Background: an optimization exercise with open tools, aiming at small area, a short achievable clock period and few clock cycles per item. Do not read the settings as production practice.
The RTL was checked by simulation tests, not by an equivalence proof against the original design.
Power figures rest on the tool's default switching activity, not on a simulated workload.

$ cat flow/run.sh
#!/bin/bash
# synth_recipe.tcl (not shown) runs the flow's synth.tcl, then flattens the netlist and writes it again
# the make line also repeats each setting of config.mk as NAME=value (left out here)
make -C /OpenROAD-flow-scripts/flow DESIGN_CONFIG=/design/flow/config.mk WORK_HOME=/design/flow/orfs CLKGATE_MAP_FILE= SYNTH_SCRIPT=/design/flow/synth_recipe.tcl finish
$ cat flow/constraint.sdc
create_clock -name core_clock -period 6.0 [get_ports {clock}]
set_input_delay 1.2000 -clock core_clock [delete_from_list [all_inputs] [get_ports {clock}]]
set_output_delay 1.2000 -clock core_clock [all_outputs]
set_load 0.01 [all_outputs]
$ cat flow/design.v
package ale_pkg;
   localparam int DEPTH_DEF = 64;
   localparam int ELEM_W = 32;
   localparam int IDX_W  = 7;
   localparam int CAP_W  = 7;
   localparam int OP_W   = 4;
   localparam int ST_W   = 2;
   localparam int REQ_TDATA_W = 40;
   localparam int REQ_TUSER_W = OP_W;
   localparam int RSP_TDATA_W = ELEM_W;
   localparam int RSP_TUSER_W = ST_W;
   localparam int CSR_TDATA_W = 8;
   localparam logic [CAP_W-1:0] CAP_RESET = 7'd64;
   typedef enum logic [OP_W-1:0] {
      REQ_APPEND  = 4'd0,
      REQ_INSERT  = 4'd1,
      REQ_DELETE  = 4'd2,
      REQ_SEARCH  = 4'd3,
      REQ_GET     = 4'd4,
      REQ_SET     = 4'd5,
      REQ_MAX     = 4'd6,
      REQ_MIN     = 4'd7,
      REQ_SUM     = 4'd8,
      REQ_AVERAGE = 4'd9
   } req_code_type;
   typedef enum logic [ST_W-1:0] {
      ST_OK       = 2'd0,
      ST_FULL     = 2'd1,
      ST_BADIDX   = 2'd2,
      ST_NOTFOUND = 2'd3
   } status_type;
   typedef enum logic [2:0] {
      S_IDLE,
      S_SCAN,
      S_TAIL,
      S_DIV,
      S_DONE
   } state_type;
endpackage
import ale_pkg::*;
module ale_div #(
   parameter int NUM_W = 39,
   parameter int DEN_W = 7
) (
   input  logic                       clock,
   input  logic                       reset,
   input  logic                       start,
   input  logic [NUM_W-1:0]           num,
   input  logic [DEN_W-1:0]           den,
   output logic                       done,
   output logic [ale_pkg::ELEM_W-1:0] quo
);
   localparam int CNT_W = $clog2(NUM_W + 1);
   logic             busy_ff, busy_in;
   logic             done_ff, done_in;
   logic             neg_ff, neg_in;
   logic [NUM_W-1:0] mag_ff, mag_in;
   logic [DEN_W-1:0] rem_ff, rem_in;
   logic [DEN_W-1:0] den_ff, den_in;
   logic [CNT_W-1:0] cnt_ff, cnt_in;
   logic [DEN_W:0]   trial;
   logic [DEN_W:0]   diff;
   logic             ge;
   assign trial = {rem_ff, mag_ff[NUM_W-1]};
   assign ge    = trial >= {1'b0, den_ff};
   assign diff  = trial - {1'b0, den_ff};
   always_comb begin
      busy_in = busy_ff;
      done_in = 1'b0;
      neg_in  = neg_ff;
      mag_in  = mag_ff;
      rem_in  = rem_ff;
      den_in  = den_ff;
      cnt_in  = cnt_ff;
      if (start) begin
         busy_in = 1'b1;
         neg_in  = num[NUM_W-1];
         mag_in  = num[NUM_W-1] ? NUM_W'(~num + 1'b1) : num;
         rem_in  = '0;
         den_in  = den;
         cnt_in  = CNT_W'(NUM_W);
      end else if (busy_ff) begin
         rem_in = ge ? diff[DEN_W-1:0] : trial[DEN_W-1:0];
         mag_in = {mag_ff[NUM_W-2:0], ge};
         cnt_in = CNT_W'(cnt_ff - 1'b1);
         if (cnt_ff == CNT_W'(1)) begin
            busy_in = 1'b0;
            done_in = 1'b1;
         end
      end
   end
   always_ff @(posedge clock) begin
      if (reset) begin
         busy_ff <= 1'b0;
         done_ff <= 1'b0;
      end else begin
         busy_ff <= busy_in;
         done_ff <= done_in;
      end
   end
   always_ff @(posedge clock) begin
      neg_ff <= neg_in;
      mag_ff <= mag_in;
      rem_ff <= rem_in;
      den_ff <= den_in;
      cnt_ff <= cnt_in;
   end
   assign done = done_ff;
   assign quo  = neg_ff ? ELEM_W'(~mag_ff[ELEM_W-1:0] + 1'b1) : mag_ff[ELEM_W-1:0];
endmodule
import ale_pkg::*;
module array_list_engine #(
   parameter int DEPTH = ale_pkg::DEPTH_DEF
) (
   input  logic                            clock,
   input  logic                            reset,
   input  logic                            req_tvalid,
   output logic                            req_tready,
   input  logic [ale_pkg::REQ_TDATA_W-1:0] req_tdata,
   input  logic [ale_pkg::REQ_TUSER_W-1:0] req_tuser,
   output logic                            rsp_tvalid,
   input  logic                            rsp_tready,
   output logic [ale_pkg::RSP_TDATA_W-1:0] rsp_tdata,
   output logic [ale_pkg::RSP_TUSER_W-1:0] rsp_tuser,
   input  logic                            csr_tvalid,
   output logic                            csr_tready,
   input  logic [ale_pkg::CSR_TDATA_W-1:0] csr_tdata
);
   localparam int AW    = $clog2(DEPTH);
   localparam int CW    = $clog2(DEPTH + 1);
   localparam int CMPW  = (CW > IDX_W) ? CW : IDX_W;
   localparam int SUM_W = ELEM_W + CW;
   localparam logic [CMPW-1:0] DEPTH_C = CMPW'(DEPTH);
   ale_pkg::state_type               state_ff, state_in;
   logic [OP_W-1:0]         op_ff, op_in;
   logic [ELEM_W-1:0]       key_ff, key_in;
   logic [CW-1:0]           count_ff, count_in;
   logic [CAP_W-1:0]        cap_ff, cap_in;
   logic [AW-1:0]           ptr_ff, ptr_in;
   logic [AW-1:0]           last_ff, last_in;
   logic                    down_ff, down_in;
   logic                    issue_ff, issue_in;
   logic                    rd_vld_ff, rd_vld_in;
   logic [AW-1:0]           rd_addr_ff, rd_addr_in;
   logic [ELEM_W-1:0]       rd_data_ff;
   logic [ELEM_W-1:0]       prev_ff, prev_in;
   logic [AW-1:0]           wr_addr_ff, wr_addr_in;
   logic signed [SUM_W-1:0] acc_ff, acc_in, acc_sum;
   logic [ELEM_W-1:0]       val_ff, val_in;
   ale_pkg::status_type              st_ff, st_in;
   logic                    rsp_vld_ff, rsp_vld_in;
   logic [RSP_TDATA_W-1:0]  rsp_data_ff, rsp_data_in;
   logic [RSP_TUSER_W-1:0]  rsp_user_ff, rsp_user_in;
   logic [ELEM_W-1:0]       mem_q [DEPTH];
   logic                    mem_we;
   logic [AW-1:0]           mem_wa;
   logic [ELEM_W-1:0]       mem_wd;
   logic [OP_W-1:0]         req_op;
   logic [IDX_W-1:0]        req_idx;
   logic [ELEM_W-1:0]       req_elem;
   logic [CMPW-1:0]         n_c, i_c, cap_c, cap_eff;
   logic [AW-1:0]           n_a, nm1_a, idx_a;
   ale_pkg::state_type               dsp_state;
   ale_pkg::status_type              dsp_st;
   logic [AW-1:0]           dsp_first, dsp_last, dsp_waddr;
   logic                    rd_last, hit;
   logic                    div_start, div_done;
   logic [ELEM_W-1:0]       div_quo;
   assign req_op   = req_tuser[OP_W-1:0];
   assign req_idx  = req_tdata[IDX_W-1:0];
   assign req_elem = req_tdata[IDX_W +: ELEM_W];
   assign n_c     = CMPW'(count_ff);
   assign i_c     = CMPW'(req_idx);
   assign cap_c   = CMPW'(cap_ff);
   assign cap_eff = (cap_ff == '0) ? CMPW'(1) : ((cap_c > DEPTH_C) ? DEPTH_C : cap_c);
   assign n_a     = count_ff[AW-1:0];
   assign nm1_a   = AW'(count_ff - 1'b1);
   assign idx_a   = i_c[AW-1:0];
   always_comb begin
      dsp_state = S_DONE;
      dsp_st    = ST_OK;
      dsp_first = '0;
      dsp_last  = nm1_a;
      dsp_waddr = idx_a;
      case (req_op)
         REQ_APPEND: begin
            dsp_waddr = n_a;
            if (n_c >= cap_eff) begin
               dsp_st = ST_FULL;
            end else begin
               dsp_state = S_TAIL;
            end
         end
         REQ_INSERT: begin
            if (i_c > n_c) begin
               dsp_st = ST_BADIDX;
            end else if (n_c >= cap_eff) begin
               dsp_st = ST_FULL;
            end else if (i_c == n_c) begin
               dsp_state = S_TAIL;
            end else begin
               dsp_state = S_SCAN;
               dsp_first = nm1_a;
               dsp_last  = idx_a;
            end
         end
         REQ_DELETE: begin
            if (i_c >= n_c) begin
               dsp_st = ST_BADIDX;
            end else begin
               dsp_state = S_SCAN;
               dsp_first = idx_a;
            end
         end
         REQ_SEARCH: begin
            dsp_st    = ST_NOTFOUND;
            dsp_waddr = '0;
            if (n_c != '0) begin
               dsp_state = S_SCAN;
            end
         end
         REQ_GET: begin
            if (i_c >= n_c) begin
               dsp_st = ST_BADIDX;
            end else begin
               dsp_state = S_SCAN;
               dsp_first = idx_a;
               dsp_last  = idx_a;
            end
         end
         REQ_SET: begin
            if (i_c >= n_c) begin
               dsp_st = ST_BADIDX;
            end else begin
               dsp_state = S_TAIL;
            end
         end
         REQ_MAX, REQ_MIN, REQ_AVERAGE: begin
            if (n_c == '0) begin
               dsp_st = ST_BADIDX;
            end else begin
               dsp_state = S_SCAN;
            end
         end
         REQ_SUM: begin
            if (n_c != '0) begin
               dsp_state = S_SCAN;
            end
         end
         default: begin
         end
      endcase
   end
   assign rd_last = rd_addr_ff == last_ff;
   assign hit     = rd_data_ff == key_ff;
   assign acc_sum = acc_ff + SUM_W'($signed(rd_data_ff));
   always_comb begin
      state_in = state_ff;
      case (state_ff)
         S_IDLE: begin
            if (req_tvalid) begin
               state_in = dsp_state;
            end
         end
         S_SCAN: begin
            if (rd_vld_ff) begin
               case (op_ff)
                  REQ_SEARCH: begin
                     if (hit) begin
                        state_in = (rd_addr_ff != '0) ? S_TAIL : S_DONE;
                     end else if (rd_last) begin
                        state_in = S_DONE;
                     end
                  end
                  REQ_INSERT: begin
                     if (rd_last) begin
                        state_in = S_TAIL;
                     end
                  end
                  REQ_AVERAGE: begin
                     if (rd_last) begin
                        state_in = S_DIV;
                     end
                  end
                  default: begin
                     if (rd_last) begin
                        state_in = S_DONE;
                     end
                  end
               endcase
            end
         end
         S_TAIL: begin
            state_in = S_DONE;
         end
         S_DIV: begin
            if (div_done) begin
               state_in = S_DONE;
            end
         end
         S_DONE: begin
            if (!rsp_vld_ff || rsp_tready) begin
               state_in = S_IDLE;
            end
         end
         default: begin
            state_in = S_IDLE;
         end
      endcase
   end
   always_comb begin
      op_in       = op_ff;
      key_in      = key_ff;
      count_in    = count_ff;
      cap_in      = cap_ff;
      ptr_in      = ptr_ff;
      last_in     = last_ff;
      down_in     = down_ff;
      issue_in    = issue_ff;
      prev_in     = prev_ff;
      wr_addr_in  = wr_addr_ff;
      acc_in      = acc_ff;
      val_in      = val_ff;
      st_in       = st_ff;
      rsp_vld_in  = rsp_vld_ff;
      rsp_data_in = rsp_data_ff;
      rsp_user_in = rsp_user_ff;
      mem_we      = 1'b0;
      mem_wa      = rd_addr_ff;
      mem_wd      = rd_data_ff;
      div_start   = 1'b0;
      rd_vld_in  = (state_ff == S_SCAN) && issue_ff;
      rd_addr_in = ptr_ff;
      if ((state_ff == S_SCAN) && issue_ff) begin
         if (ptr_ff == last_ff) begin
            issue_in = 1'b0;
         end else begin
            ptr_in = down_ff ? AW'(ptr_ff - 1'b1) : AW'(ptr_ff + 1'b1);
         end
      end
      if (csr_tvalid) begin
         cap_in = csr_tdata[CAP_W-1:0];
      end
      if (rsp_tready) begin
         rsp_vld_in = 1'b0;
      end
      case (state_ff)
         S_IDLE: begin
            if (req_tvalid) begin
               op_in      = req_op;
               key_in     = req_elem;
               val_in     = '0;
               st_in      = dsp_st;
               acc_in     = '0;
               ptr_in     = dsp_first;
               last_in    = dsp_last;
               down_in    = req_op == REQ_INSERT;
               issue_in   = dsp_state == S_SCAN;
               wr_addr_in = dsp_waddr;
            end
         end
         S_SCAN: begin
            if (rd_vld_ff) begin
               case (op_ff)
                  REQ_INSERT: begin
                     mem_we = 1'b1;
                     mem_wa = AW'(rd_addr_ff + 1'b1);
                  end
                  REQ_DELETE: begin
                     if (rd_addr_ff == wr_addr_ff) begin
                        val_in = rd_data_ff;
                     end else begin
                        mem_we = 1'b1;
                        mem_wa = AW'(rd_addr_ff - 1'b1);
                     end
                     if (rd_last) begin
                        count_in = CW'(count_ff - 1'b1);
                     end
                  end
                  REQ_SEARCH: begin
                     prev_in = rd_data_ff;
                     if (hit) begin
                        val_in     = ELEM_W'(rd_addr_ff);
                        st_in      = ST_OK;
                        wr_addr_in = AW'(rd_addr_ff - 1'b1);
                        if (rd_addr_ff != '0) begin
                           mem_we = 1'b1;
                           mem_wa = rd_addr_ff;
                           mem_wd = prev_ff;
                        end
                     end
                  end
                  REQ_GET: begin
                     val_in = rd_data_ff;
                  end
                  REQ_MAX: begin
                     if ((rd_addr_ff == '0) || ($signed(rd_data_ff) > $signed(val_ff))) begin
                        val_in = rd_data_ff;
                     end
                  end
                  REQ_MIN: begin
                     if ((rd_addr_ff == '0) || ($signed(rd_data_ff) < $signed(val_ff))) begin
                        val_in = rd_data_ff;
                     end
                  end
                  REQ_SUM: begin
                     acc_in = acc_sum;
                     if (rd_last) begin
                        val_in = acc_sum[ELEM_W-1:0];
                     end
                  end
                  REQ_AVERAGE: begin
                     acc_in = acc_sum;
                     if (rd_last) begin
                        div_start = 1'b1;
                     end
                  end
                  default: begin
                  end
               endcase
            end
         end
         S_TAIL: begin
            mem_we = 1'b1;
            mem_wa = wr_addr_ff;
            mem_wd = key_ff;
            if ((op_ff == REQ_APPEND) || (op_ff == REQ_INSERT)) begin
               count_in = CW'(count_ff + 1'b1);
            end
         end
         S_DIV: begin
            if (div_done) begin
               val_in = div_quo;
            end
         end
         S_DONE: begin
            if (!rsp_vld_ff || rsp_tready) begin
               rsp_vld_in  = 1'b1;
               rsp_data_in = val_ff;
               rsp_user_in = st_ff;
            end
         end
         default: begin
         end
      endcase
   end
   always_ff @(posedge clock) begin
      if (reset) begin
         state_ff   <= S_IDLE;
         count_ff   <= '0;
         cap_ff     <= CAP_RESET;
         issue_ff   <= 1'b0;
         rd_vld_ff  <= 1'b0;
         rsp_vld_ff <= 1'b0;
      end else begin
         state_ff   <= state_in;
         count_ff   <= count_in;
         cap_ff     <= cap_in;
         issue_ff   <= issue_in;
         rd_vld_ff  <= rd_vld_in;
         rsp_vld_ff <= rsp_vld_in;
      end
   end
   always_ff @(posedge clock) begin
      op_ff       <= op_in;
      key_ff      <= key_in;
      ptr_ff      <= ptr_in;
      last_ff     <= last_in;
      down_ff     <= down_in;
      rd_addr_ff  <= rd_addr_in;
      prev_ff     <= prev_in;
      wr_addr_ff  <= wr_addr_in;
      acc_ff      <= acc_in;
      val_ff      <= val_in;
      st_ff       <= st_in;
      rsp_data_ff <= rsp_data_in;
      rsp_user_ff <= rsp_user_in;
   end
   always_ff @(posedge clock) begin
      if (mem_we) begin
         mem_q[mem_wa] <= mem_wd;
      end
      rd_data_ff <= mem_q[ptr_ff];
   end
   ale_div #(
      .NUM_W (SUM_W),
      .DEN_W (CW)
   ) u_div (
      .clock (clock),
      .reset (reset),
      .start (div_start),
      .num   (acc_sum),
      .den   (count_ff),
      .done  (div_done),
      .quo   (div_quo)
   );
   assign req_tready = state_ff == S_IDLE;
   assign rsp_tvalid = rsp_vld_ff;
   assign rsp_tdata  = rsp_data_ff;
   assign rsp_tuser  = rsp_user_ff;
   assign csr_tready = 1'b1;
endmodule
$ cat flow/config.mk
export PLATFORM = sky130hd
export DESIGN_NAME = array_list_engine
export DESIGN_NICKNAME = array_list_engine
export VERILOG_FILES = /design/flow/design.v
export SDC_FILE = /design/flow/constraint.sdc
export NUM_CORES = 4
export LEC_CHECK = 0
export CAP_MARGIN = 20
export CORE_MARGIN = 2
export CORE_UTILIZATION = 40
export SLEW_MARGIN = 20
==> flow_metrics.py, run 1 <==
metrics = {
    "status": {
        "status": "complete, no violations",
    },
    "finish": {
        "drive_gt1_frac": 0.2581,
        "nNetsFinal": 5338,
        "areaGrowthSynthToFinish_pct": 15.06,
        "layoutNonFillerInstCount": 8552,
        "fillCellCount": 19940,
    },
    "clock_tree": {
        "postCtsResizedCells": 0,
        "cts_setup_buffers": 0,
        "numCtsBuffers": 233,
        "cts_tree": "yes",
        "cts_max_path_buffers": 3,
        "h-tree-depth": 4,
        "insertion_delay_ns": 0.88,
        "clock-sinks": 2362,
        "clk_root_buffer_cell": "clkbuf_16",
        "path_clk_slew_ns": 0.06,
        "holdBufCountCts": 0,
    },
    "detailed_routing": {
        "ant_nets": 0,
        "drt_iter0_drc": 5330,
        "drt-met1-wl_um": 104200,
        "top_layer": "met4",
        "wl_met3_um": 15570,
        "vias_per_cell": 5.705,
        "routed_wl_um": 244400,
        "wl_per_cell_um": 28.57,
        "vias": 48790,
        "drc": 0,
        "dr_wl_met2_um": 120000,
        "drt-pass1-iter-count": 5,
    },
    "synthesis": {
        "synth-seq-cells": 2362,
        "syn_area_sq_um": 96580,
        "yosys-top-cells-area": "edfxtp_1 71%, mux4_2 16%, dfxtp_1 1.6%, ha_1 1.3%, nand2_1 0.98%",
        "synth_area_per_cell_sq_um": 19.79,
        "yosys_warnings": 2,
        "synth_largest_area_cell": "edfxtp_1",
        "synth_cells": 4880,
        "synth_edf_count": 2283,
        "seq_area_frac_synth": 0.7262,
        "ys_types": 110,
        "synthFlopType": "edfxtp_1",
        "syn-num-nets": 5044,
        "synth_top_area_share": 0.7098,
        "async_flop_share": 0,
    },
    "floorplanning": {
        "die_area_sq_um": 245400,
        "row_count": 180,
        "fp.dieW_um": 495.4,
        "die_y_um": 495.4,
        "ios": 94,
        "core_sq_um": 240300,
        "initial_core_util": 0.4019,
    },
    "hold_path": {
        "hold_start": "val_ff[11]$_DFFE_PP_",
        "holdPathEnd": "rsp_data_ff[11]$_DFFE_PP_",
        "hold_class": "flip-flop to flip-flop",
        "hold_depth": 0,
    },
    "power": {
        "power-per-cell-area_nw_per_um2": 327.1,
        "ir_worst_vdd_mv": 0.2741,
        "p_leak_nw": 34.21,
    },
    "grt": {
        "antenna_found_initial": 17,
        "globalRoute.totalOverflow": 0,
        "track_usage": 0.1990,
        "grt_max_degree": 93,
        "grt_pass1_vias": 49360,
        "grt_pass1_wl_um": 353700,
    },
    "sta": {
        "relSlewSlack": 0.2701,
        "finClkSkew_ns": 0.07721,
        "finalHoldViolCount": 0,
        "worstMarginPinSlew_ns": 1.091,
        "fmax_mhz": 205.8,
        "drv_slew": 0,
        "timing.setup.tns_ns": 0,
        "finalCriticalPeriod_ns": 4.860,
        "finalCritPeriodShare": 0.8099,
        "finalSetupViolCount": 0,
        "timing.hold.ws_ns": 0.4215,
        "grt_setup_unrepaired": "false",
    },
    "place": {
        "gp_congestion": 0.8821,
        "place_hpwl_um": 146100,
        "io_buffers": 90,
        "placed_cells": 8124,
    },
    "run": {
        "maxCapViolations": 0,
    },
    "setup_path": {
        "worstRegToRegCells": 12,
        "cp_num_buf_inv": 3,
        "r2r_start": "rd_data_ff[26]$_DFF_P_",
        "start_kind": "flip-flop",
        "critPathMaxStageDelay_ns": 0.61,
        "path_common_cell": "buf_4",
        "cp_max_fo": 24,
        "cp_top_family": "simple AND/OR/NAND/NOR gates",
        "critical_path.cell_chain": "buf_4 -> xnor2_1 -> nand4_1 -> nor4_1 -> buf_4 -> nand3_1 -> o211ai_1 -> a31oi_1 -> nor2b_1 -> nand2_1 -> nor2_4 -> buf_4",
        "required_ns": 6.44,
        "crit_slowest_cell": "xnor2_1",
        "critPathCaptureType": "flip-flop",
        "rr_endpoint": "mem_q[8][9]$_DFFE_PP_",
        "r2r_slack_ns": 1.14,
        "arrival_ns": 5.30,
        "crit_type": "flip-flop to flip-flop",
    },
}
registers in the layout, summed over array words and instances, names as in the netlist, 2 cells and up:
signal and cells:
u_div.rem_ff 7, wr_addr_ff 6, val_ff 32, prev_ff 32, u_div.den_ff 7, ptr_ff 6, count_ff 7, rsp_user_ff 2
key_ff 32, u_div.mag_ff 39, state_ff 3, cap_ff 7, rsp_data_ff 32, rd_data_ff 32, st_ff 2, rd_addr_ff 6
u_div.cnt_ff 6, mem_q 2048, op_ff 4, last_ff 6, acc_ff 39
cell usage after synthesis, types with 12 or more instances:
cell,n
a21oi_1,110
nand3_1,43
nand2b_1,21
or3_1,12
and2_1,15
edfxtp_1,2283
nor3_1,33
xnor2_1,103
buf_1,58
mux2i_1,29
a31oi_1,21
nor2b_1,15
a22oi_1,48
inv_1,81
xor2_1,65
mux4_2,665
ha_1,104
dfxtp_1,79
o221ai_1,12
o31ai_1,13
a21o_1,30
o21a_1,18
a221oi_1,15
nor2_1,220
clkbuf_1,162
mux2_2,13
o21ai_0,97
o22ai_1,13
nand2_1,253
nand4_1,30
nor4_1,17
o21ai_1,29
metrics by stage:
| step | worst slack, ns | utilization | instance area (sq um) | total power, W |
|---|---|---|---|---|
| floorplan | 1.328 | - | 96580 | 0.02115 |
| global placement | 1.281 | 0.4313 | 103600 | 0.02234 |
| detailed placement | 1.314 | 0.4313 | 103600 | 0.02240 |
| CTS | 1.270 | 0.4624 | 111100 | 0.03660 |
| global route | 0.9848 | 0.4624 | 111100 | 0.03749 |
| finish | 1.140 | 0.4624 | 111100 | 0.03635 |
where the power goes:
group	internal [W]	switching, W	total (W)
Clock	0.00799	0.00628	0.0143
Combinational	0.00103	0.00219	0.00322
Sequential	0.0187	0.000159	0.0189
Total	0.0277	0.00863	0.0363
placed cells by master, fill, tap and decap left out, types with 30 or more instances in the layout:
cell             Yosys  layout
nand3_1             43      43
a21o_1              30      30
buf_12               0      78
nand2_1            253     223
xnor2_1            103     103
a21oi_1            110     110
nand2_2              1      31
clkbuf_16            0     234
nand4_1             30      30
inv_1               81      80
edfxtp_1          2283    2283
nor2_4               1      66
a22oi_1             48      48
buf_4                3     127
clkinv_2             1      41
xor2_1              65      65
ha_1               104     104
nor2_1             220     153
clkbuf_1           162      43
mux4_2             665     665
dfxtp_1             79      73
clkdlybuf4s50_1      0      90
clkinv_1             0      51
o21ai_0             97      97
per-layer routing:
layer  global-route usage  up-vias
met5                    0        -
met4              0.04303        0
met3              0.02855      299
met2               0.3270     1662
met1               0.2830    26120
li1                     -    20710
how the worst max path moves through the flow:
stage / depth (start not counted) / startpoint / slack (ns) / endpoint
final: 12 / rd_data_ff[26]$_DFF_P_ / 1.14 / mem_q[8][9]$_DFFE_PP_
after global routing: 12 / rd_data_ff[26]$_DFF_P_ / 0.98 / mem_q[16][21]$_DFFE_PP_
after CTS: 12 / rd_data_ff[26]$_DFF_P_ / 1.27 / mem_q[16][21]$_DFFE_PP_
after detailed placement: 11 / req_tdata[1] / 1.31 / last_ff[2]$_DFFE_PP_
after global placement: 11 / req_tdata[1] / 1.28 / last_ff[5]$_DFFE_PP_
after floorplan: 12 / rd_data_ff[1]$_DFF_P_ / 1.33 / val_ff[0]$_DFFE_PP_
cells by family after synthesis:
kind of cell	count (synthesis)	share of synthesized area
XOR/XNOR	175	0.01676
other	1	0.00003883
buffers and inverters	318	0.01330
AO/OA/AOI/OAI	486	0.03382
multiplexers	708	0.1598
AND/OR/NAND/NOR	723	0.03597
flip-flops	2362	0.7262
adder cells (fa/ha/maj)	107	0.01409
area by class of cell:
cell class              instances  area (sq um)  share of cell area
well taps                    3185          3985             0.03586
diodes                          5         12.51           0.0001126
flip-flops and latches       2362         70160              0.6313
clock buffers                 285          6127             0.05514
inverters                      82         309.0            0.002781
multi-input cells            2200         25770              0.2319
clock inverters               138          1353             0.01217
repair buffers                295          3416             0.03074
Testbench counts, summed over its fixed seeds: cycles 444,371, requests 16,000.
==> run 2: changes to the inputs <==
--- a/flow/design.v
+++ b/flow/design.v
@@ -146,6 +146,7 @@
    logic [ELEM_W-1:0]       prev_ff, prev_in;
    logic [AW-1:0]           wr_addr_ff, wr_addr_in;
    logic signed [SUM_W-1:0] acc_ff, acc_in, acc_sum;
+   logic signed [SUM_W-1:0] sum_ff, sum_in;
    logic [ELEM_W-1:0]       val_ff, val_in;
    ale_pkg::status_type              st_ff, st_in;
    logic                    rsp_vld_ff, rsp_vld_in;
@@ -232,21 +233,27 @@
             if (i_c >= n_c) begin
                dsp_st = ST_BADIDX;
             end else begin
-               dsp_state = S_TAIL;
+               dsp_state = S_SCAN;
+               dsp_first = idx_a;
+               dsp_last  = idx_a;
             end
          end
-         REQ_MAX, REQ_MIN, REQ_AVERAGE: begin
+         REQ_MAX, REQ_MIN: begin
             if (n_c == '0) begin
                dsp_st = ST_BADIDX;
             end else begin
                dsp_state = S_SCAN;
             end
          end
-         REQ_SUM: begin
-            if (n_c != '0) begin
-               dsp_state = S_SCAN;
+         REQ_AVERAGE: begin
+            if (n_c == '0) begin
+               dsp_st = ST_BADIDX;
+            end else begin
+               dsp_state = S_DIV;
             end
          end
+         REQ_SUM: begin
+         end
          default: begin
          end
       endcase
@@ -272,7 +279,7 @@
                         state_in = S_DONE;
                      end
                   end
-                  REQ_INSERT: begin
+                  REQ_INSERT, REQ_SET: begin
                      if (rd_last) begin
                         state_in = S_TAIL;
                      end
@@ -329,6 +336,7 @@
       mem_wa      = rd_addr_ff;
       mem_wd      = rd_data_ff;
       div_start   = 1'b0;
+      sum_in      = sum_ff;
       rd_vld_in  = (state_ff == S_SCAN) && issue_ff;
       rd_addr_in = ptr_ff;
       if ((state_ff == S_SCAN) && issue_ff) begin
@@ -357,6 +365,12 @@
                down_in    = req_op == REQ_INSERT;
                issue_in   = dsp_state == S_SCAN;
                wr_addr_in = dsp_waddr;
+               if (req_op == REQ_SUM) begin
+                  val_in = sum_ff[ELEM_W-1:0];
+               end
+               if ((req_op == REQ_AVERAGE) && (dsp_state == S_DIV)) begin
+                  div_start = 1'b1;
+               end
             end
          end
          S_SCAN: begin
@@ -369,6 +383,7 @@
                   REQ_DELETE: begin
                      if (rd_addr_ff == wr_addr_ff) begin
                         val_in = rd_data_ff;
+                        sum_in = sum_ff - SUM_W'($signed(rd_data_ff));
                      end else begin
                         mem_we = 1'b1;
                         mem_wa = AW'(rd_addr_ff - 1'b1);
@@ -393,6 +408,9 @@
                   REQ_GET: begin
                      val_in = rd_data_ff;
                   end
+                  REQ_SET: begin
+                     sum_in = sum_ff + SUM_W'($signed(key_ff)) - SUM_W'($signed(rd_data_ff));
+                  end
                   REQ_MAX: begin
                      if ((rd_addr_ff == '0) || ($signed(rd_data_ff) > $signed(val_ff))) begin
                         val_in = rd_data_ff;
@@ -426,6 +444,7 @@
             mem_wd = key_ff;
             if ((op_ff == REQ_APPEND) || (op_ff == REQ_INSERT)) begin
                count_in = CW'(count_ff + 1'b1);
+               sum_in   = sum_ff + SUM_W'($signed(key_ff));
             end
          end
          S_DIV: begin
@@ -452,6 +471,7 @@
          issue_ff   <= 1'b0;
          rd_vld_ff  <= 1'b0;
          rsp_vld_ff <= 1'b0;
+         sum_ff     <= '0;
       end else begin
          state_ff   <= state_in;
          count_ff   <= count_in;
@@ -459,6 +479,7 @@
          issue_ff   <= issue_in;
          rd_vld_ff  <= rd_vld_in;
          rsp_vld_ff <= rsp_vld_in;
+         sum_ff     <= sum_in;
       end
    end
    always_ff @(posedge clock) begin
@@ -489,7 +510,7 @@
       .clock (clock),
       .reset (reset),
       .start (div_start),
-      .num   (acc_sum),
+      .num   (sum_ff),
       .den   (count_ff),
       .done  (div_done),
       .quo   (div_quo)
==> run 2 against run 1 <==
Compared with the run above: final area grew 5.0%; global-route usage increased by 0.86 points; sequential power grew 4%; worst hold slack worse by 0.0050 ns; critical path depth rose by 13; die area increased by 4.9%; critical path type unchanged; largest power group unchanged.
==> flow_metrics.py, run 2 <==
metrics = {
    "status": {
        "status": "complete, no violations",
    },
    "finish": {
        "areaGrowthSynthToFinish_pct": 15.05,
        "drive_gt1_frac": 0.2336,
        "mostFrequentLayoutCells": "2276 x edfxtp_1, 662 x mux4_2, 236 x clkbuf_16",
        "multiInputGateArea_sq_um": 29770,
        "register_area_sq_um": 70730,
        "largest-register": "mem_q",
        "reg_top3": "mem_q: 2048 flops, sum_ff: 39 flops, u_div.mag_ff: 39 flops",
        "layout_commonest_cell": "edfxtp_1",
        "final_area_sq_um": 116600,
        "nNetsFinal": 6153,
        "largest_reg_flops": 2048,
        "fillCellCount": 21110,
    },
    "place": {
        "placed_area_sq_um": 108700,
        "io_buffers": 90,
        "place_hpwl_um": 165000,
        "gp_congestion": 0.9288,
    },
    "synthesis": {
        "async_flop_share": 0,
        "synth_edf_count": 2276,
        "synth_top_area_share": 0.6741,
        "synth_largest_area_cell": "edfxtp_1",
        "synth_common_cells": "2276 x edfxtp_1, 662 x mux4_2, 301 x nor2_1, 255 x nand2_1, 212 x clkbuf_1",
        "synthMostInstantiatedCell": "edfxtp_1",
        "seq_area_frac_synth": 0.6974,
        "syn-num-nets": 5864,
        "ys_types": 84,
        "synth_cells": 5630,
        "synthFlopType": "edfxtp_1",
        "yosys_warnings": 2,
        "yosys-top-cells-area": "edfxtp_1 67%, mux4_2 15%, dfxtp_1 2.3%, ha_1 2.1%, xnor2_1 1.3%",
        "synth-seq-cells": 2394,
        "synth_area_per_cell_sq_um": 18.01,
        "syn_area_sq_um": 101400,
    },
    "clock_tree": {
        "numCtsBuffers": 236,
        "insertion_delay_ns": 0.91,
        "cts_tree": "yes",
        "cts_max_path_buffers": 3,
        "holdBufCountCts": 0,
        "clk_root_buffer_cell": "clkbuf_16",
        "h-tree-depth": 4,
        "cts_setup_buffers": 0,
        "postCtsResizedCells": 0,
        "path_clk_slew_ns": 0.06,
        "clock-sinks": 2394,
    },
    "floorplanning": {
        "ios": 94,
        "die_y_um": 507.5,
        "row_count": 184,
        "core_sq_um": 251600,
        "initial_core_util": 0.4029,
        "fp.dieW_um": 507.5,
        "die_area_sq_um": 257500,
    },
    "grt": {
        "track_usage": 0.2076,
        "grt_max_degree": 77,
        "antenna_found_initial": 20,
        "grt_pass1_wl_um": 388400,
        "globalRoute.totalOverflow": 0,
        "grt_pass1_vias": 54840,
    },
    "setup_path": {
        "cp_max_fo": 6,
        "r2r_slack_ns": 0.40,
        "crit_type": "flip-flop to flip-flop",
        "arrival_ns": 6.38,
        "r2r_start": "key_ff[0]$_DFFE_PP_",
        "critPathCaptureType": "flip-flop",
        "cp_num_buf_inv": 3,
        "cp_top_family": "compound AO/OA/AOI/OAI gates",
        "worstRegToRegCells": 25,
        "required_ns": 6.77,
        "start_kind": "flip-flop",
        "rr_endpoint": "sum_ff[38]$_SDFFE_PP0P_",
        "crit_slowest_cell": "edfxtp_1",
        "critPathMaxStageDelay_ns": 0.43,
    },
    "detailed_routing": {
        "vias": 54830,
        "drc": 0,
        "routed_wl_um": 269100,
        "wl_per_cell_um": 28.39,
        "drt-pass1-iter-count": 8,
        "ant_nets": 0,
        "vias_per_cell": 5.785,
        "drt_iter0_drc": 5986,
    },
    "hold_path": {
        "hold_depth": 0,
        "hold_start": "val_ff[22]$_DFFE_PP_",
        "hold_class": "flip-flop to flip-flop",
        "holdPathEnd": "rsp_data_ff[22]$_DFFE_PP_",
    },
    "sta": {
        "drv_slew": 0,
        "grt_setup_unrepaired": "false",
        "worstMarginPinSlew_ns": 1.080,
        "finalCriticalPeriod_ns": 5.603,
        "fmax_mhz": 178.5,
        "finClkSkew_ns": 0.1030,
        "finalHoldViolCount": 0,
        "relSlewSlack": 0.2798,
        "timing.setup.tns_ns": 0,
        "finalSetupViolCount": 0,
        "finalCritPeriodShare": 0.9339,
        "timing.hold.ws_ns": 0.4165,
    },
    "run": {
        "maxCapViolations": 0,
    },
    "power": {
        "ir_worst_vdd_mv": 0.3384,
        "p_leak_nw": 37.07,
        "power-per-cell-area_nw_per_um2": 329.1,
    },
}
-- run 2: changes by cell type after synthesis, moves of 16 or more --
cell      change
xor2_1       +29
ha_1         +68
xnor2_1      +42
nor2_1       +81
a21o_1       +44
nand3_1      +16
a21oi_1      +85
a211oi_1     +27
nor3_1       +22
o21ai_1      -24
clkbuf_1     +50
o21ai_0     +109
inv_1        +54
dfxtp_1      +39
-- run 2: cell families (layout without fill, tap and decap cells) --
group,Yosys count,count (layout),synth area share
compound gates,812,812,0.05172
fa+ha+maj,177,177,0.02221
simple gates,868,868,0.03908
xor+xnor,239,239,0.02065
buf+inv,418,915,0.01569
other cells,1,4,0.00003699
mux,721,721,0.1532
flops,2394,2394,0.6974
-- run 2: report_power, final --
part           internal [W]  switching [W]
combinational       0.00132        0.00250
clock               0.00850        0.00646
sequential           0.0192       0.000391
total                0.0290        0.00936
-- run 2: layout make-up --
cell class	count	area share
inverter	136	0.004376
tap	3348	0.03591
antenna	3	0.00006436
multi-input combinational	2818	0.2552
clock buffer	307	0.05420
clock inverter	139	0.01367
sequential	2394	0.6063
timing repair buffer	333	0.03018
-- run 2: worst max path at each step --
stage                   startpoint                        to  slack, ns  depth (start not counted)
6_report       key_ff[0]$_DFFE_PP_   sum_ff[38]$_SDFFE_PP0P_       0.40                         25
2_1_floorplan           rsp_tready  rsp_data_ff[0]$_DFFE_PP_       0.98                          2
3_5_place_dp   key_ff[0]$_DFFE_PP_   sum_ff[38]$_SDFFE_PP0P_       0.27                         25
4_1_cts        key_ff[0]$_DFFE_PP_   sum_ff[38]$_SDFFE_PP0P_       0.23                         25
5_1_grt        key_ff[0]$_DFFE_PP_   sum_ff[35]$_SDFFE_PP0P_      0.003                         25
3_3_place_gp   key_ff[0]$_DFFE_PP_   sum_ff[38]$_SDFFE_PP0P_       0.32                         24
-- run 2: worst register-to-register path: stages (launching register included) --
cell and delay [ns]:
edfxtp_1 0.43, ha_1 0.26, inv_1 0.08, fa_1 0.21, nor2b_1 0.06, o31a_1 0.31, o311ai_2 0.33, a21oi_1 0.15
buf_4 0.19, o21a_1 0.21, a21o_1 0.18, a21oi_1 0.17, xor2_1 0.23, o21ai_0 0.12, ha_1 0.41, nand2_1 0.11
o21ai_0 0.10, a211o_1 0.33, a22o_1 0.20, a21oi_1 0.27, o21ai_1 0.12, buf_4 0.16, o21ai_1 0.19, o21ai_0 0.15
or4_1 0.41, o221ai_1 0.15
-- run 2: stage by stage --
stage          total power [W]  setup slack, ns  cells  utilization
3_5_place_dp           0.02376           0.2677   9029       0.4319
5_1_grt                0.03963         0.003204   9475       0.4635
2_1_floorplan          0.02211           0.9836   5630            -
4_1_cts                0.03865           0.2271   9475       0.4634
3_3_place_gp           0.02365           0.3214   9029       0.4319
6_report               0.03839           0.3966   9478       0.4636
-- run 2: metal layers --
metal / routed length (um) / GRT usage
met5: 33 / 0
met2: 130200 / 0.3374
met1: 112700 / 0.2895
met3: 18960 / 0.03593
met4: 7225 / 0.05622
Testbench counts of run 2, summed over its fixed seeds: cycles 378,275, requests 16,000.
==> run 3: changes to the inputs <==
--- a/flow/design.v
+++ b/flow/design.v
@@ -147,6 +147,9 @@
    logic [AW-1:0]           wr_addr_ff, wr_addr_in;
    logic signed [SUM_W-1:0] acc_ff, acc_in, acc_sum;
    logic signed [SUM_W-1:0] sum_ff, sum_in;
+   logic [ELEM_W-1:0]       mx_ff, mx_in, mn_ff, mn_in;
+   logic [CW-1:0]           mxc_ff, mxc_in, mnc_ff, mnc_in, scnt_ff, scnt_in;
+   logic                    mxv_ff, mxv_in, mnv_ff, mnv_in;
    logic [ELEM_W-1:0]       val_ff, val_in;
    ale_pkg::status_type              st_ff, st_in;
    logic                    rsp_vld_ff, rsp_vld_in;
@@ -238,10 +241,17 @@
                dsp_last  = idx_a;
             end
          end
-         REQ_MAX, REQ_MIN: begin
+         REQ_MAX: begin
             if (n_c == '0) begin
                dsp_st = ST_BADIDX;
-            end else begin
+            end else if (!mxv_ff) begin
+               dsp_state = S_SCAN;
+            end
+         end
+         REQ_MIN: begin
+            if (n_c == '0) begin
+               dsp_st = ST_BADIDX;
+            end else if (!mnv_ff) begin
                dsp_state = S_SCAN;
             end
          end
@@ -315,6 +325,32 @@
          end
       endcase
    end
+   task automatic trk_remove(input logic [ELEM_W-1:0] v);
+      if (mxv_in && (v == mx_in)) begin
+         if (mxc_in == CW'(1)) mxv_in = 1'b0;
+         mxc_in = CW'(mxc_in - 1'b1);
+      end
+      if (mnv_in && (v == mn_in)) begin
+         if (mnc_in == CW'(1)) mnv_in = 1'b0;
+         mnc_in = CW'(mnc_in - 1'b1);
+      end
+   endtask
+   task automatic trk_add(input logic [ELEM_W-1:0] x, input logic first);
+      if (first || ($signed(x) > $signed(mx_in)) || ((x == mx_in) && !mxv_in)) begin
+         mx_in  = x;
+         mxc_in = CW'(1);
+         mxv_in = 1'b1;
+      end else if (x == mx_in) begin
+         mxc_in = CW'(mxc_in + 1'b1);
+      end
+      if (first || ($signed(x) < $signed(mn_in)) || ((x == mn_in) && !mnv_in)) begin
+         mn_in  = x;
+         mnc_in = CW'(1);
+         mnv_in = 1'b1;
+      end else if (x == mn_in) begin
+         mnc_in = CW'(mnc_in + 1'b1);
+      end
+   endtask
    always_comb begin
       op_in       = op_ff;
       key_in      = key_ff;
@@ -337,6 +373,13 @@
       mem_wd      = rd_data_ff;
       div_start   = 1'b0;
       sum_in      = sum_ff;
+      mx_in       = mx_ff;
+      mxc_in      = mxc_ff;
+      mxv_in      = mxv_ff;
+      mn_in       = mn_ff;
+      mnc_in      = mnc_ff;
+      mnv_in      = mnv_ff;
+      scnt_in     = scnt_ff;
       rd_vld_in  = (state_ff == S_SCAN) && issue_ff;
       rd_addr_in = ptr_ff;
       if ((state_ff == S_SCAN) && issue_ff) begin
@@ -368,6 +411,12 @@
                if (req_op == REQ_SUM) begin
                   val_in = sum_ff[ELEM_W-1:0];
                end
+               if ((req_op == REQ_MAX) && (n_c != '0)) begin
+                  val_in = mx_ff;
+               end
+               if ((req_op == REQ_MIN) && (n_c != '0)) begin
+                  val_in = mn_ff;
+               end
                if ((req_op == REQ_AVERAGE) && (dsp_state == S_DIV)) begin
                   div_start = 1'b1;
                end
@@ -384,6 +433,7 @@
                      if (rd_addr_ff == wr_addr_ff) begin
                         val_in = rd_data_ff;
                         sum_in = sum_ff - SUM_W'($signed(rd_data_ff));
+                        trk_remove(rd_data_ff);
                      end else begin
                         mem_we = 1'b1;
                         mem_wa = AW'(rd_addr_ff - 1'b1);
@@ -410,15 +460,33 @@
                   end
                   REQ_SET: begin
                      sum_in = sum_ff + SUM_W'($signed(key_ff)) - SUM_W'($signed(rd_data_ff));
+                     trk_remove(rd_data_ff);
+                     trk_add(key_ff, 1'b0);
                   end
                   REQ_MAX: begin
                      if ((rd_addr_ff == '0) || ($signed(rd_data_ff) > $signed(val_ff))) begin
-                        val_in = rd_data_ff;
+                        val_in  = rd_data_ff;
+                        scnt_in = CW'(1);
+                     end else if (rd_data_ff == val_ff) begin
+                        scnt_in = CW'(scnt_ff + 1'b1);
+                     end
+                     if (rd_last) begin
+                        mx_in  = val_in;
+                        mxc_in = scnt_in;
+                        mxv_in = 1'b1;
                      end
                   end
                   REQ_MIN: begin
                      if ((rd_addr_ff == '0) || ($signed(rd_data_ff) < $signed(val_ff))) begin
-                        val_in = rd_data_ff;
+                        val_in  = rd_data_ff;
+                        scnt_in = CW'(1);
+                     end else if (rd_data_ff == val_ff) begin
+                        scnt_in = CW'(scnt_ff + 1'b1);
+                     end
+                     if (rd_last) begin
+                        mn_in  = val_in;
+                        mnc_in = scnt_in;
+                        mnv_in = 1'b1;
                      end
                   end
                   REQ_SUM: begin
@@ -445,6 +513,7 @@
             if ((op_ff == REQ_APPEND) || (op_ff == REQ_INSERT)) begin
                count_in = CW'(count_ff + 1'b1);
                sum_in   = sum_ff + SUM_W'($signed(key_ff));
+               trk_add(key_ff, count_ff == '0);
             end
          end
          S_DIV: begin
@@ -472,6 +541,8 @@
          rd_vld_ff  <= 1'b0;
          rsp_vld_ff <= 1'b0;
          sum_ff     <= '0;
+         mxv_ff     <= 1'b0;
+         mnv_ff     <= 1'b0;
       end else begin
          state_ff   <= state_in;
          count_ff   <= count_in;
@@ -480,6 +551,8 @@
          rd_vld_ff  <= rd_vld_in;
          rsp_vld_ff <= rsp_vld_in;
          sum_ff     <= sum_in;
+         mxv_ff     <= mxv_in;
+         mnv_ff     <= mnv_in;
       end
    end
    always_ff @(posedge clock) begin
@@ -496,6 +569,11 @@
       st_ff       <= st_in;
       rsp_data_ff <= rsp_data_in;
       rsp_user_ff <= rsp_user_in;
+      mx_ff       <= mx_in;
+      mxc_ff      <= mxc_in;
+      mn_ff       <= mn_in;
+      mnc_ff      <= mnc_in;
+      scnt_ff     <= scnt_in;
    end
    always_ff @(posedge clock) begin
       if (mem_we) begin
==> run 3 against run 2 <==
Compared with the run above: worst hold slack improved by 0.046 ns; still clean; via count increased by 16%; sequential share of layout area shrank 2.5 points; critical path depth rose by 3; sequential power increased by 3%; synthesized cell count up 18%; largest cell class unchanged; sequential cell count grew 87; synthesized area grew 8.4%.
==> flow_metrics.py, run 3 <==
metrics = {
    "setup_path": {
        "r2r_slack_ns": 0.33,
        "cp_max_fo": 4,
        "crit_type": "flip-flop to flip-flop",
        "critPathMaxStageDelay_ns": 0.42,
        "arrival_ns": 6.41,
        "start_kind": "flip-flop",
        "cp_num_buf_inv": 4,
        "path_common_cell": "buf_4",
        "worstRegToRegCells": 28,
        "critPathCaptureType": "flip-flop",
        "rr_endpoint": "sum_ff[35]$_SDFFE_PP0P_",
        "cp_top_family": "compound AO/OA/AOI/OAI gates",
        "required_ns": 6.74,
        "crit_slowest_cell": "or3_4",
        "r2r_start": "key_ff[0]$_DFFE_PP_",
    },
    "sta": {
        "finalCriticalPeriod_ns": 5.670,
        "finalHoldViolCount": 0,
        "finalCritPeriodShare": 0.9450,
        "timing.hold.ws_ns": 0.4628,
        "worstMarginPinSlew_ns": 1.091,
        "relSlewSlack": 0.2699,
        "finClkSkew_ns": 0.09906,
        "fmax_mhz": 176.4,
        "drv_slew": 0,
        "timing.setup.tns_ns": 0,
        "finalSetupViolCount": 0,
    },
    "synthesis": {
        "synth_edf_count": 2361,
        "synth_top_area_share": 0.6451,
        "syn-num-nets": 6973,
        "ys_types": 89,
        "synth_area_per_cell_sq_um": 16.49,
        "synth_largest_area_cell": "edfxtp_1",
        "yosys_warnings": 2,
        "synth_cells": 6666,
        "yosys-top-cells-area": "edfxtp_1 65%, mux4_2 14%, ha_1 2.8%, dfxtp_1 2.2%, xnor2_1 1.5%",
        "synth_common_cells": "2361 x edfxtp_1, 661 x mux4_2, 363 x nor2_1, 329 x a21oi_1",
        "synth-seq-cells": 2481,
        "syn_area_sq_um": 109900,
        "synthMostInstantiatedCell": "edfxtp_1",
        "seq_area_frac_synth": 0.6670,
        "synthFlopType": "edfxtp_1",
        "async_flop_share": 0,
    },
    "place": {
        "placed_area_sq_um": 117600,
        "placed_cells": 10280,
        "gp_congestion": 0.9600,
        "place_hpwl_um": 199100,
        "io_buffers": 90,
    },
    "floorplanning": {
        "fp.dieW_um": 528.2,
        "core_sq_um": 273400,
        "row_count": 192,
        "ios": 94,
        "die_area_sq_um": 279000,
        "die_y_um": 528.2,
        "initial_core_util": 0.4020,
    },
    "power": {
        "finalPower_w": 0.04014,
        "comb_power_share": 0.101,
        "switching_share": 0.2454,
        "ir_worst_vdd_mv": 0.2502,
        "p_leak_nw": 40.99,
        "power.switching_w": 0.009850,
        "p_clk_frac": 0.399,
        "power-per-cell-area_nw_per_um2": 318.1,
        "seqPwrFrac": 0.500,
        "p_int_w": 0.03029,
    },
    "grt": {
        "grt_pass1_vias": 63660,
        "track_usage": 0.2224,
        "globalRoute.totalOverflow": 0,
        "grt_max_degree": 99,
        "antenna_found_initial": 16,
        "grt_pass1_wl_um": 451400,
    },
    "detailed_routing": {
        "vias_per_cell": 5.893,
        "wl_per_cell_um": 29.27,
        "drc": 0,
        "routed_wl_um": 315300,
        "drt-pass1-iter-count": 8,
        "ant_nets": 0,
        "vias": 63480,
        "drt_iter0_drc": 7055,
    },
    "hold_path": {
        "hold_depth": 0,
        "hold_class": "flip-flop to flip-flop",
        "holdPathEnd": "rd_addr_ff[4]$_DFF_P_",
        "hold_start": "ptr_ff[4]$_DFF_P_",
    },
    "run": {
        "maxCapViolations": 0,
    },
    "clock_tree": {
        "insertion_delay_ns": 0.89,
        "numCtsBuffers": 272,
        "holdBufCountCts": 0,
        "clock-sinks": 2481,
        "clk_root_buffer_cell": "clkbuf_16",
        "h-tree-depth": 5,
        "path_clk_slew_ns": 0.06,
        "cts_max_path_buffers": 4,
        "cts_tree": "yes",
    },
    "finish": {
        "nNetsFinal": 7274,
        "layoutNonFillerInstCount": 10770,
        "layout_commonest_cell": "edfxtp_1",
        "largest-register": "mem_q",
        "mostFrequentLayoutCells": "2361 x edfxtp_1, 661 x mux4_2, 327 x a21oi_1",
        "final_area_sq_um": 126200,
        "reg_top3": "mem_q: 2048 flops, sum_ff: 39 flops, u_div.mag_ff: 39 flops",
        "largest_reg_flops": 2048,
        "areaGrowthSynthToFinish_pct": 14.79,
        "drive_gt1_frac": 0.2110,
    },
    "status": {
        "status": "complete, no violations",
    },
}
-- run 3: worst max path at each step --
stage,start,to,slack (ns),cells after the start
CTS,key_ff[2]$_DFFE_PP_,sum_ff[38]$_SDFFE_PP0P_,0.05,24
global placement,key_ff[1]$_DFFE_PP_,sum_ff[38]$_SDFFE_PP0P_,0.02,24
floorplan,key_ff[31]$_DFFE_PP_,val_ff[0]$_DFFE_PP_,0.1,10
global route,key_ff[0]$_DFFE_PP_,sum_ff[35]$_SDFFE_PP0P_,-0.003,28
finish,key_ff[0]$_DFFE_PP_,sum_ff[35]$_SDFFE_PP0P_,0.33,28
detailed placement,key_ff[1]$_DFFE_PP_,sum_ff[38]$_SDFFE_PP0P_,0.07,24
-- run 3: cells by family (layout without fill, tap and decap cells) --
family	Yosys count	count (layout)	synth area share
buffers and inverters	620	1129	0.02160
DFF	2481	2481	0.6670
and+or+nand+nor	1090	1090	0.04623
adders and majority gates	250	250	0.02880
xor gates and xnor gates	342	342	0.02725
AOI/OAI and AO/OA	1162	1162	0.06808
muxes	720	720	0.1410
other	1	8	0.00003412
-- run 3: through the flow --
step                      worst slack [ns]  utilization
after floorplan                    0.09654            -
after detailed placement           0.07057       0.4302
after global placement             0.02188       0.4302
final                               0.3299       0.4615
after CTS                          0.05048       0.4610
after global routing             -0.002712       0.4614
-- run 3: final cells by class --
type | instances | area [sq um]
inverters | 236 | 885.9
diodes | 7 | 17.52
flip-flops and latches | 2481 | 73320
fillers | 23370 | 147200
repair buffers | 411 | 4076
clock inverters | 128 | 1039
multi-input cells | 3565 | 34940
well taps | 3589 | 4491
clock buffers | 354 | 7395
-- run 3: power groups by stage --
stage	sequential, W	clock (W)	combinational (W)
floorplan	0.0203	0	0.00244
global placement	0.0204	0	0.00388
detailed placement	0.0204	0	0.00398
CTS	0.0201	0.0163	0.00399
global route	0.0201	0.0169	0.00436
finish	0.0201	0.0160	0.00404
-- run 3: repair_timing --
action	in CTS	in global routing
setup buffers	0	3
gates resized for setup	0	10
endpoints found under the setup margin	0	6
hold endpoints to repair	0	0
-- run 3: routing by layer --
layer  GRT usage  share of wire
met1      0.3083           0.42
met2      0.3649           0.48
met3     0.02860          0.065
met4     0.07085          0.033
met5           0              0
Testbench counts of run 3, summed over its fixed seeds: cycles 308,026, requests 16,000.
==> run 4: changes to the inputs <==
--- a/flow/design.v
+++ b/flow/design.v
@@ -38,6 +38,60 @@
    } state_type;
 endpackage
 import ale_pkg::*;
+module ale_div_step #(
+   parameter int DIGITS = 4
+) (
+   input  logic [6:0]          n,       
+   input  logic [7:0]          n3,      
+   input  logic [5:0]          rem_i,
+   input  logic [2*DIGITS-1:0] bits_i,
+   output logic [5:0]          rem_o,
+   output logic [2*DIGITS-1:0] quo_o
+);
+   logic [7:0] kn [1:3];
+   logic [5:0] a [1:3];
+   logic [1:0] b [1:3];
+   logic [3:0] na0 [1:3];    
+   logic [3:0] na1 [1:3];    
+   assign kn[1] = {1'b0, n};
+   assign kn[2] = {n, 1'b0};
+   assign kn[3] = n3;
+   genvar k, s;
+   generate
+      for (k = 1; k <= 3; k++) begin : g_kn
+         assign a[k]   = kn[k][7:2];
+         assign b[k]   = kn[k][1:0];
+         assign na0[k] = 4'(-a[k][3:0]);
+         assign na1[k] = ~a[k][3:0];
+      end
+   endgenerate
+   logic [5:0] r [DIGITS+1];
+   assign r[0] = rem_i;
+   generate
+      for (s = 0; s < DIGITS; s++) begin : g_dig
+         logic [1:0] d;
+         logic [3:1] c;
+         logic [5:0] cand [4];
+         assign d = bits_i[2*(DIGITS-s)-1 -: 2];
+         assign cand[0] = {r[s][3:0], d};
+         for (k = 1; k <= 3; k++) begin : g_k
+            logic lt_db;
+            logic gt, eq;
+            logic [3:0] kk;
+            assign lt_db   = d < b[k];
+            assign gt      = r[s] > a[k];
+            assign eq      = r[s] == a[k];
+            assign c[k]    = gt || (eq && !lt_db);
+            assign kk      = lt_db ? na1[k] : na0[k];
+            assign cand[k] = {4'(r[s][3:0] + kk), 2'(d - b[k])};
+         end
+         assign r[s+1] = c[3] ? cand[3] : (c[2] ? cand[2] : (c[1] ? cand[1] : cand[0]));
+         assign quo_o[2*(DIGITS-s)-1] = c[2];
+         assign quo_o[2*(DIGITS-s)-2] = c[1] ^ c[2] ^ c[3];
+      end
+   endgenerate
+   assign rem_o = r[DIGITS];
+endmodule
 module ale_div #(
    parameter int NUM_W = 39,
    parameter int DEN_W = 7
@@ -50,63 +104,75 @@
    output logic                       done,
    output logic [ale_pkg::ELEM_W-1:0] quo
 );
-   localparam int CNT_W = $clog2(NUM_W + 1);
-   logic             busy_ff, busy_in;
-   logic             done_ff, done_in;
-   logic             neg_ff, neg_in;
-   logic [NUM_W-1:0] mag_ff, mag_in;
-   logic [DEN_W-1:0] rem_ff, rem_in;
-   logic [DEN_W-1:0] den_ff, den_in;
-   logic [CNT_W-1:0] cnt_ff, cnt_in;
-   logic [DEN_W:0]   trial;
-   logic [DEN_W:0]   diff;
-   logic             ge;
-   assign trial = {rem_ff, mag_ff[NUM_W-1]};
-   assign ge    = trial >= {1'b0, den_ff};
-   assign diff  = trial - {1'b0, den_ff};
+   localparam int DIV_DIG  = 2;
+   localparam int DIV_BITS = 2 * DIV_DIG;
+   localparam int DIV_CYC  = 32 / DIV_BITS;
+   localparam int DCW      = $clog2(DIV_CYC);
+   logic              div_ff, dwr_ff, dneg_ff;
+   logic [DCW-1:0]    dcnt_ff;
+   logic [5:0]        drem_ff;
+   logic [31:0]       dq_ff, dnq_ff;
+   logic [6:0]        dn_ff;
+   logic [7:0]        dn3_ff;
+   logic [NUM_W-1:0]    a;
+   logic [5:0]          dv_rem_o;
+   logic [DIV_BITS-1:0] dv_quo;
+   logic [31:0]         dnq_next;
+   logic                div_last;
+   assign a        = num ^ {NUM_W{num[NUM_W-1]}};
+   assign div_last = div_ff && (dcnt_ff == DCW'(DIV_CYC - 1));
    always_comb begin
-      busy_in = busy_ff;
-      done_in = 1'b0;
-      neg_in  = neg_ff;
-      mag_in  = mag_ff;
-      rem_in  = rem_ff;
-      den_in  = den_ff;
-      cnt_in  = cnt_ff;
-      if (start) begin
-         busy_in = 1'b1;
-         neg_in  = num[NUM_W-1];
-         mag_in  = num[NUM_W-1] ? NUM_W'(~num + 1'b1) : num;
-         rem_in  = '0;
-         den_in  = den;
-         cnt_in  = CNT_W'(NUM_W);
-      end else if (busy_ff) begin
-         rem_in = ge ? diff[DEN_W-1:0] : trial[DEN_W-1:0];
-         mag_in = {mag_ff[NUM_W-2:0], ge};
-         cnt_in = CNT_W'(cnt_ff - 1'b1);
-         if (cnt_ff == CNT_W'(1)) begin
-            busy_in = 1'b0;
-            done_in = 1'b1;
-         end
+      logic [31:0] nq, nmq;
+      nq  = dnq_ff;
+      nmq = '1;
+      for (int b = 0; b < 32; b++) begin
+         if (b < DIV_BITS * int'(dcnt_ff)) nmq[b] = !dq_ff[b];
+      end
+      for (int g = DIV_DIG - 1; g >= 0; g--) begin
+         if (dv_quo[2*g +: 2] == 2'd0) nq = {nq[29:0], 2'b00};
+         else nq = {nmq[29:0], 2'(3'd4 - 3'(dv_quo[2*g +: 2]))};
+         nmq = {nmq[29:0], 2'(2'd3 - dv_quo[2*g +: 2])};
       end
+      dnq_next = nq;
    end
+   ale_div_step #(
+      .DIGITS (DIV_DIG)
+   ) u_step (
+      .n     (dn_ff),
+      .n3    (dn3_ff),
+      .rem_i (drem_ff),
+      .bits_i(dq_ff[31 -: DIV_BITS]),
+      .rem_o (dv_rem_o),
+      .quo_o (dv_quo)
+   );
    always_ff @(posedge clock) begin
       if (reset) begin
-         busy_ff <= 1'b0;
-         done_ff <= 1'b0;
+         div_ff <= 1'b0;
+         dwr_ff <= 1'b0;
       end else begin
-         busy_ff <= busy_in;
-         done_ff <= done_in;
+         if (start) div_ff <= 1'b1;
+         else if (div_last) div_ff <= 1'b0;
+         dwr_ff <= div_last;
       end
    end
    always_ff @(posedge clock) begin
-      neg_ff <= neg_in;
-      mag_ff <= mag_in;
-      rem_ff <= rem_in;
-      den_ff <= den_in;
-      cnt_ff <= cnt_in;
+      if (start) begin
+         dneg_ff <= num[NUM_W-1];
+         dn_ff   <= 7'(den);
+         dn3_ff  <= 8'(8'(den) + 8'({den, 1'b0}));
+         dcnt_ff <= '0;
+         drem_ff <= a[37:32];
+         dq_ff   <= a[31:0];
+         dnq_ff  <= '0;
+      end else if (div_ff) begin
+         if (!div_last) dcnt_ff <= DCW'(dcnt_ff + 1'b1);
+         drem_ff <= dv_rem_o;
+         dq_ff   <= {dq_ff[31-DIV_BITS:0], dv_quo};
+         dnq_ff  <= dnq_next;
+      end
    end
-   assign done = done_ff;
-   assign quo  = neg_ff ? ELEM_W'(~mag_ff[ELEM_W-1:0] + 1'b1) : mag_ff[ELEM_W-1:0];
+   assign done = dwr_ff;
+   assign quo  = !dneg_ff ? dq_ff : ((7'(drem_ff) == 7'(dn_ff - 7'd1)) ? ~dq_ff : dnq_ff);
 endmodule
 import ale_pkg::*;
 module array_list_engine #(
==> run 4 against run 3 <==
Compared with the run above: via count up 6.8%; maximum frequency shrank 1.0%; synthesized cell count rose by 5.6%; synthesized area grew 3.3%; setup slack got worse by 0.058 ns; critical path type unchanged.
==> flow_metrics.py, run 4 <==
metrics = {
    "run": {
        "maxCapViolations": 0,
    },
    "synthesis": {
        "synth_edf_count": 2367,
        "synth_common_cells": "2367 x edfxtp_1, 657 x mux4_2, 416 x nor2_1, 395 x nand2_1, 309 x ha_1",
        "synthFlopType": "edfxtp_1",
        "synth_area_per_cell_sq_um": 16.13,
        "seq_area_frac_synth": 0.6512,
        "syn_area_sq_um": 113500,
        "yosys_warnings": 11,
        "async_flop_share": 0,
        "synth_largest_area_cell": "edfxtp_1",
        "synthMostInstantiatedCell": "edfxtp_1",
        "syn-num-nets": 7420,
        "ys_types": 111,
        "yosys-top-cells-area": "edfxtp_1 63%, mux4_2 13%, ha_1 3.4%, dfxtp_1 2.5%, xnor2_1 1.9%",
        "synth-seq-cells": 2509,
        "synth_cells": 7039,
        "synth_top_area_share": 0.6262,
    },
    "place": {
        "io_buffers": 90,
        "gp_congestion": 0.9823,
        "pre_cts_ws_ns": 0.1965,
        "placed_cells": 10840,
        "place_hpwl_um": 222900,
    },
    "detailed_routing": {
        "wl_per_cell_um": 30.37,
        "routed_wl_um": 343700,
        "ant_nets": 0,
        "drt_iter0_drc": 7904,
        "drt-pass1-iter-count": 9,
        "drc": 0,
        "vias": 67770,
        "vias_per_cell": 5.990,
    },
    "power": {
        "comb_power_share": 0.121,
        "switching_share": 0.2578,
        "power-per-cell-area_nw_per_um2": 323.2,
        "p_clk_frac": 0.386,
        "seqPwrFrac": 0.493,
        "p_leak_nw": 42.45,
        "p_int_w": 0.03119,
        "finalPower_w": 0.04202,
        "power.switching_w": 0.01083,
        "ir_worst_vdd_mv": 0.2649,
    },
    "clock_tree": {
        "h-tree-depth": 5,
        "cts_setup_buffers": 0,
        "insertion_delay_ns": 0.89,
        "holdBufCountCts": 0,
        "cts_max_path_buffers": 4,
        "clk_root_buffer_cell": "clkbuf_16",
        "clock-sinks": 2509,
        "cts_tree": "yes",
        "postCtsResizedCells": 0,
        "path_clk_slew_ns": 0.06,
        "numCtsBuffers": 270,
    },
    "floorplanning": {
        "core_sq_um": 282300,
        "die_y_um": 536.7,
        "initial_core_util": 0.4021,
        "ios": 94,
        "fp.dieW_um": 536.7,
        "row_count": 195,
        "die_area_sq_um": 288000,
    },
    "sta": {
        "timing.setup.tns_ns": 0,
        "drv_slew": 0,
        "finalWorstSetupSlack_ns": 0.2716,
        "grt_setup_unrepaired": "false",
        "worstMarginPinSlew_ns": 1.176,
        "finalCriticalPeriod_ns": 5.728,
        "finalSetupViolCount": 0,
        "fmax_mhz": 174.6,
        "relSlewSlack": 0.2158,
        "finalHoldViolCount": 0,
        "finClkSkew_ns": 0.1019,
        "finalCritPeriodShare": 0.9547,
    },
    "setup_path": {
        "start_kind": "flip-flop",
        "critPathCaptureType": "flip-flop",
        "r2r_start": "key_ff[7]$_DFFE_PP_",
        "cp_max_fo": 6,
        "path_common_cell": "buf_4",
        "critPathMaxStageDelay_ns": 0.40,
        "cp_num_buf_inv": 5,
        "cp_top_family": "compound AO/OA/AOI/OAI gates",
        "crit_type": "flip-flop to flip-flop",
        "crit_start": "key_ff[7]$_DFFE_PP_",
        "crit_slowest_cell": "edfxtp_1",
        "arrival_ns": 6.44,
        "required_ns": 6.71,
    },
    "hold_path": {
        "hold_class": "flip-flop to flip-flop",
        "hold_start": "u_div.dnq_ff[28]$_SDFFE_PP0P_",
    },
    "finish": {
        "areaGrowthSynthToFinish_pct": 14.57,
        "layoutNonFillerInstCount": 11310,
        "drive_gt1_frac": 0.2095,
        "largest-register": "mem_q",
        "mostFrequentLayoutCells": "2367 x edfxtp_1, 657 x mux4_2, 361 x nand2_1",
        "multiInputGateArea_sq_um": 37970,
        "fillCellCount": 24090,
        "reg_top3": "mem_q: 2048 flops, sum_ff: 39 flops",
        "register_area_sq_um": 73940,
        "layout_commonest_cell": "edfxtp_1",
        "largest_reg_flops": 2048,
        "nNetsFinal": 7748,
        "utilization": 0.4607,
    },
    "grt": {
        "track_usage": 0.2354,
        "grt_pass1_vias": 66730,
        "globalRoute.totalOverflow": 0,
        "grt_pass1_wl_um": 489000,
        "antenna_found_initial": 11,
        "grt_max_degree": 74,
    },
    "status": {
        "status": "complete, no violations",
    },
}
==> run 4: cell count changes in the layout (fill, tap and decap cells not counted), sizes merged, moves of 54 or more <==
cell and change:
xnor2 +66, mux2i +84, nand2 +89, nor2 +54
ha +64, xor2 -58
==> run 4: final cells by class <==
type	instances	share of cell area
flip-flops and latches	2509	0.5686
multi-input cells	3915	0.2920
clock buffers	351	0.05637
well taps	3743	0.03601
repair buffers	435	0.03136
clock inverters	121	0.008784
inverters	236	0.006841
diodes	4	0.00007697
==> run 4: final timing paths <==
check | slack, ns | cells after the start | endpoint
worst max register to register | 0.27 | 25 | sum_ff[35]$_SDFFE_PP0P_
worst min register to register | 0.50 | 2 | u_div.dnq_ff[28]$_SDFFE_PP0P_
worst min-delay path | 0.50 | 2 | u_div.dnq_ff[28]$_SDFFE_PP0P_
worst max-delay path | 0.27 | 25 | sum_ff[35]$_SDFFE_PP0P_
==> run 4: routing by layer <==
layer,global-route usage,vias to the layer above,part of all wire
met5,0,-,0.000055
met4,0.08224,4,0.038
met3,0.03639,616,0.076
met2,0.3799,2987,0.47
met1,0.3249,35500,0.41
li1,-,28670,-
==> run 4: logic make-up after synthesis <==
| group | share of synthesized area |
|---|---|
| compound gates | 0.06924 |
| xor+xnor | 0.02734 |
| fa+ha+maj | 0.03671 |
| buf+inv | 0.02188 |
| flops | 0.6512 |
| mux | 0.1438 |
| other cells | 0.00003304 |
| simple gates | 0.04978 |
==> run 4: stage by stage <==
stage               instance area [sq um]  hold slack (ns)
floorplan                          113500           0.3411
detailed placement                 121400           0.4810
CTS                                129800           0.4940
finish                             130000           0.4968
global placement                   121400           0.4805
global route                       130000           0.5157
==> run 4: worst min-delay path: cells and delay by family (launching register included) <==
kind | cells | cell delay, ns
and+or+nand+nor | 1 | 0.07
DFF | 1 | 0.32
muxes | 1 | 0.07
==> run 4: power by group through the flow <==
stage | registers, W | logic [W] | clock network, W
finish | 0.0207 | 0.00510 | 0.0162
global route | 0.0207 | 0.00546 | 0.0171
CTS | 0.0207 | 0.00499 | 0.0165
detailed placement | 0.0211 | 0.00497 | 0
global placement | 0.0211 | 0.00484 | 0
floorplan | 0.0207 | 0.00304 | 0
Testbench counts of run 4, summed over its fixed seeds: cycles 287,132, requests 16,000.

## separate check: timing with driven ports
How much do the figures lean on ideal ports? The routed layouts below were timed once more, with nothing changed but the port constraints. Step 1 (the two cells are an assumption about what drives the block):
set clk [get_ports {clock}]
set_driving_cell -lib_cell sky130_fd_sc_hd__clkbuf_16 $clk
set_driving_cell -lib_cell sky130_fd_sc_hd__buf_2 [delete_from_list [all_inputs] $clk]
Step 2 times the ports against the registers' clock, not the clock port: input delays grow and output delays shrink by t, the midpoint of the rising clock arrivals with the driver on. Three values: ideal ports, drivers, drivers and shift; two values: the first two.
| run | shift t [ns] | setup slack, ns | slew at the worst register clock pin (ns) | pins driven straight from the clock port |
|---|---|---|---|---|
| run 1 | 0.931 | 1.140 / 1.140 / 1.140 | 0.07 / 0.07 | 1 |
| run 2 | 0.945 | 0.397 / 0.397 / 0.397 | 0.07 / 0.07 | 1 |
| run 3 | 0.938 | 0.330 / 0.330 / 0.330 | 0.07 / 0.07 | 1 |
| run 4 | 0.931 | 0.272 / 0.272 / 0.272 | 0.07 / 0.07 | 1 |
After both steps every run listed still meets setup and hold.
